Background: an optimization exercise with open tools, aiming at small area and few clock cycles. Do not read the settings as production practice. No activity file was given, so power comes from the tool's default toggle rates.

==> run a <==
## window_mismatch_histogram
module window_mismatch_histogram #(
    parameter int WINDOW_MAX  = DEF_WINDOW_MAX,
    parameter int COUNT_WIDTH = DEF_COUNT_WIDTH
) (
    input  logic                  i_clk,
    input  logic                  i_rst_n,
    input  logic                  i_cfg_valid,
    output logic                  o_cfg_ready,
    input  logic [CFG_IDX_W-1:0]  i_cfg_index,
    input  logic [CFG_DATA_W-1:0] i_cfg_data,
    input  logic                  i_in_valid,
    output logic                  o_in_ready,
    input  logic [BYTE_W-1:0]     i_in_base,
    input  logic                  i_in_last,
    output logic                  o_out_valid,
    input  logic                  i_out_ready,
    output logic [OUT_W-1:0]      o_out_exact_hits,
    output logic [OUT_W-1:0]      o_out_one_mismatch_hits,
    output logic [OUT_W-1:0]      o_out_two_mismatch_hits,
    output logic [OUT_W-1:0]      o_out_three_mismatch_hits,
    output logic [OUT_W-1:0]      o_out_four_mismatch_hits,
    output logic [OUT_W-1:0]      o_out_five_mismatch_hits
);
  ...
==> module wmh_hist, before the edit <==
module wmh_hist #(
    parameter int COUNT_WIDTH = DEF_COUNT_WIDTH,
    parameter int GROUP_W     = 4      
) (
    input  logic                             i_clk,
    input  logic                             i_clear,   
    input  logic [BINS-1:0]                  i_hit,     
    output logic [BINS-1:0][COUNT_WIDTH-1:0] o_cnt
);
    localparam int NGROUPS = COUNT_WIDTH / GROUP_W;
    logic [BINS-1:0][COUNT_WIDTH-1:0] r_cnt;
    logic [BINS-1:0][COUNT_WIDTH-1:0] carry;
    logic [BINS-1:0][NGROUPS:0]       ones;     
    logic [BINS-1:0]                  inc;
    logic [BINS-1:0][COUNT_WIDTH-1:0] n_cnt;
    always_comb begin
        for (int k = 0; k < BINS; k++) begin
            ones[k][0] = 1'b1;
            for (int g = 0; g < NGROUPS; g++)
                ones[k][g+1] = ones[k][g] & (&r_cnt[k][g*GROUP_W +: GROUP_W]);
            inc[k] = i_hit[k] & ~ones[k][NGROUPS];
            for (int i = 0; i < COUNT_WIDTH; i++) begin
                if (i % GROUP_W == 0) carry[k][i] = inc[k] & ones[k][i / GROUP_W];
                else                  carry[k][i] = carry[k][i-1] & r_cnt[k][i-1];
                n_cnt[k][i] = r_cnt[k][i] ^ carry[k][i];
            end
        end
    end
    always_ff @(posedge i_clk) begin
        for (int k = 0; k < BINS; k++) begin
            if (i_clear) r_cnt[k] <= COUNT_WIDTH'(i_hit[k]);
            else         r_cnt[k] <= n_cnt[k];
        end
    end
    assign o_cnt = r_cnt;
endmodule
clock: 7.0 ns
lec_check: 0
cap_margin: 20
core_margin: 2
core_utilization: 40
cts_buf_list: sky130_fd_sc_hd__clkbuf_8
cts_cluster_diameter: 50
cts_cluster_size: 30
slew_margin: 20
run.sh (not shown) runs the stock make flow with config.mk's settings and CLKGATE_MAP_FILE= SYNTH_SCRIPT=/design/flow/synth_recipe.tcl, a recipe that flattens the netlist after the stock synthesis.
==> inputs of run b, as changes to run a <==
==> flow/flow/run.sh (new file) <==
#!/bin/bash
# Standard layout, except that the port buffers are the smallest buffer
# (buf_1) instead of the one buffer_ports picks by default.
cp standard.sh standard_sh.log
echo 'export BUFFER_PORTS_ARGS = -buffer_cell sky130_fd_sc_hd__buf_1' >> config.mk
bash standard.sh > standard.log 2>&1
==> flow/standard.sh (new file) <==
#!/bin/bash
# synth_recipe.tcl (not shown) runs the flow's synth.tcl, then flattens the netlist and writes it again
# the make line also repeats each setting of config.mk as NAME=value (left out here)
make -C /OpenROAD-flow-scripts/flow DESIGN_CONFIG=/design/flow/config.mk WORK_HOME=/design/flow/orfs CLKGATE_MAP_FILE= SYNTH_SCRIPT=/design/flow/synth_recipe.tcl "${@:-finish}"
--- a/flow/config.mk
+++ b/flow/config.mk
@@ -7,5 +7,5 @@
 export LEC_CHECK = 0
-export CAP_MARGIN = 20
+export CAP_MARGIN = 5
 export CORE_MARGIN = 2
-export CORE_UTILIZATION = 40
+export CORE_UTILIZATION = 60
 export CTS_BUF_LIST = sky130_fd_sc_hd__clkbuf_8
@@ -13,2 +13,3 @@
 export CTS_CLUSTER_SIZE = 30
-export SLEW_MARGIN = 20
+export SLEW_MARGIN = 5
+export BUFFER_PORTS_ARGS = -buffer_cell sky130_fd_sc_hd__buf_1
removed: flow/run.sh
==> inputs of run c, as changes to run a <==
--- a/flow/design.v
+++ b/flow/design.v
@@ -53,4 +53,3 @@
 module wmh_hist #(
-    parameter int COUNT_WIDTH = DEF_COUNT_WIDTH,
-    parameter int GROUP_W     = 4      
+    parameter int COUNT_WIDTH = DEF_COUNT_WIDTH
 ) (
@@ -61,7 +60,4 @@
 );
-    localparam int NGROUPS = COUNT_WIDTH / GROUP_W;
     logic [BINS-1:0][COUNT_WIDTH-1:0] r_cnt;
-    logic [BINS-1:0][COUNT_WIDTH-1:0] carry;
-    logic [BINS-1:0][NGROUPS:0]       ones;     
-    logic [BINS-1:0]                  inc;
+    logic [BINS-1:0][COUNT_WIDTH:0]   carry;    
     logic [BINS-1:0][COUNT_WIDTH-1:0] n_cnt;
@@ -69,11 +65,6 @@
         for (int k = 0; k < BINS; k++) begin
-            ones[k][0] = 1'b1;
-            for (int g = 0; g < NGROUPS; g++)
-                ones[k][g+1] = ones[k][g] & (&r_cnt[k][g*GROUP_W +: GROUP_W]);
-            inc[k] = i_hit[k] & ~ones[k][NGROUPS];
-            for (int i = 0; i < COUNT_WIDTH; i++) begin
-                if (i % GROUP_W == 0) carry[k][i] = inc[k] & ones[k][i / GROUP_W];
-                else                  carry[k][i] = carry[k][i-1] & r_cnt[k][i-1];
+            carry[k][0] = i_hit[k] & ~(&r_cnt[k]);
+            for (int i = 0; i < COUNT_WIDTH; i++) carry[k][i+1] = carry[k][i] & r_cnt[k][i];
+            for (int i = 0; i < COUNT_WIDTH; i++)
                 n_cnt[k][i] = r_cnt[k][i] ^ carry[k][i];
-            end
         end
--- a/flow/config.mk
+++ b/flow/config.mk
@@ -11,4 +11,4 @@
 export CTS_BUF_LIST = sky130_fd_sc_hd__clkbuf_8
-export CTS_CLUSTER_DIAMETER = 50
-export CTS_CLUSTER_SIZE = 30
+export CTS_CLUSTER_DIAMETER = 60
+export CTS_CLUSTER_SIZE = 40
 export SLEW_MARGIN = 20
==> summary of the runs <==
Run b completed with no timing, DRC or antenna violations. Run a finished clean. Run c ran to the end with no violations. Of run c and run b, run b has the higher count of clock-buffer cells in the layout (gap 4). Between run b and run a, the lower die area is in run b (gap 33%, measured against run a). Of run a and run c, run a has the higher power (gap 4.0%, measured against run c). Final cell count: run c > run a > run b. In sequential cell count, run c and run b do not differ. Via count, highest first: run a, run b, run c. In run b the first-iteration DRC count is higher than in run a, by 2.6%. Cell area: run c is larger than run a (2.6%). Wire length: run a > run c > run b. Against run c, the area after synthesis of run b is lower by about 0.24%.
==> figures <==
| item | run a | run b | run c |
|---|---|---|---|
| Status | timing/DRC/antenna clean | timing/DRC/antenna clean | timing/DRC/antenna clean |
| Wire length on met3 | 3.00 mm | 3.18 mm | 2.35 mm |
| Internal Power | 4.33 mW | 4.10 mW | 4.12 mW |
| Count of inverters not on the clock network in the layout | 12 | 12 | 13 |
| Initial drt markers | 908 | 932 | 917 |
| Fraction of synthesized cell area taken by the top area cell type | 0.484 | 0.484 | 0.482 |
| Number of vias after detailed routing | 13400 | 13300 | 13200 |
| Number of buffers inserted during clock tree synthesis | 47 | 42 | 39 |
| Layout non-clock buf frac | 0.0889 | 0.0489 | 0.119 |
| Yosys cell types | 70 | 70 | 65 |
| Proportion of power drawn by the clock network | 0.350 | 0.320 | 0.313 |
| Biggest cell delay along the critical path | 0.84 ns | 0.71 ns | 0.44 ns |
| Final-layout clock-cell area share | 0.0469 | 0.0407 | 0.0356 |
| Share of the synthesized area in compound gates (AO/OA/AOI/OAI) | 0.0454 | 0.0454 | 0.0410 |
| DRT Wirelength | 53.3 mm | 49.9 mm | 50.8 mm |
| NumNets Final | 2038 | 2026 | 2108 |
| Buffers outside the clock class | 236 | 229 | 330 |
| Combined global-route utilization of all metal layers | 0.189 | 0.270 | 0.181 |
| Global Route met1 Usage | 0.247 | 0.388 | 0.247 |
| NetSw | 1.51 mW | 1.44 mW | 1.49 mW |
| PwrDens | 235 nW/um^2 | 238 nW/um^2 | 220 nW/um^2 |
Function was not checked in any run of this note: the RTL went through the layout flow alone.

==> re-timing with driven ports <==
Ports are ideal in the flow. The routed layouts listed here were re-timed in OpenROAD.
Step 1: set_driving_cell puts a clkbuf_16 on i_clk and a buf_2 on each other input, an assumption about the parent block.
Step 2 adds t to the input delays and takes it off the output delays; t is the mean of the earliest and latest rising clock arrival at the registers after step 1. Input paths then give back, and output paths get back, about the clock's delay inside the block.
Slacks: ideal ports / drivers / drivers and shift; pairs: ideal ports / drivers.
run | t, ns | slack for setup (ns) | worst register clock-pin slew, ns | worst slew at a driven data input, ns
run a | 0.703 | 1.252 / 1.275 / 0.572 | 0.10 / 0.10 | 0.08
run b | 0.669 | 1.182 / 1.211 / 0.542 | 0.11 / 0.11 | 0.07
run c | 0.683 | 0.269 / 0.303 / -0.380 | 0.12 / 0.12 | 0.06
With both steps, setup timing fails in run c, where it was met with ideal ports. For run a, which loses most, drivers alone change the setup slack by +0.023 ns; drivers and shift together by -0.680 ns.
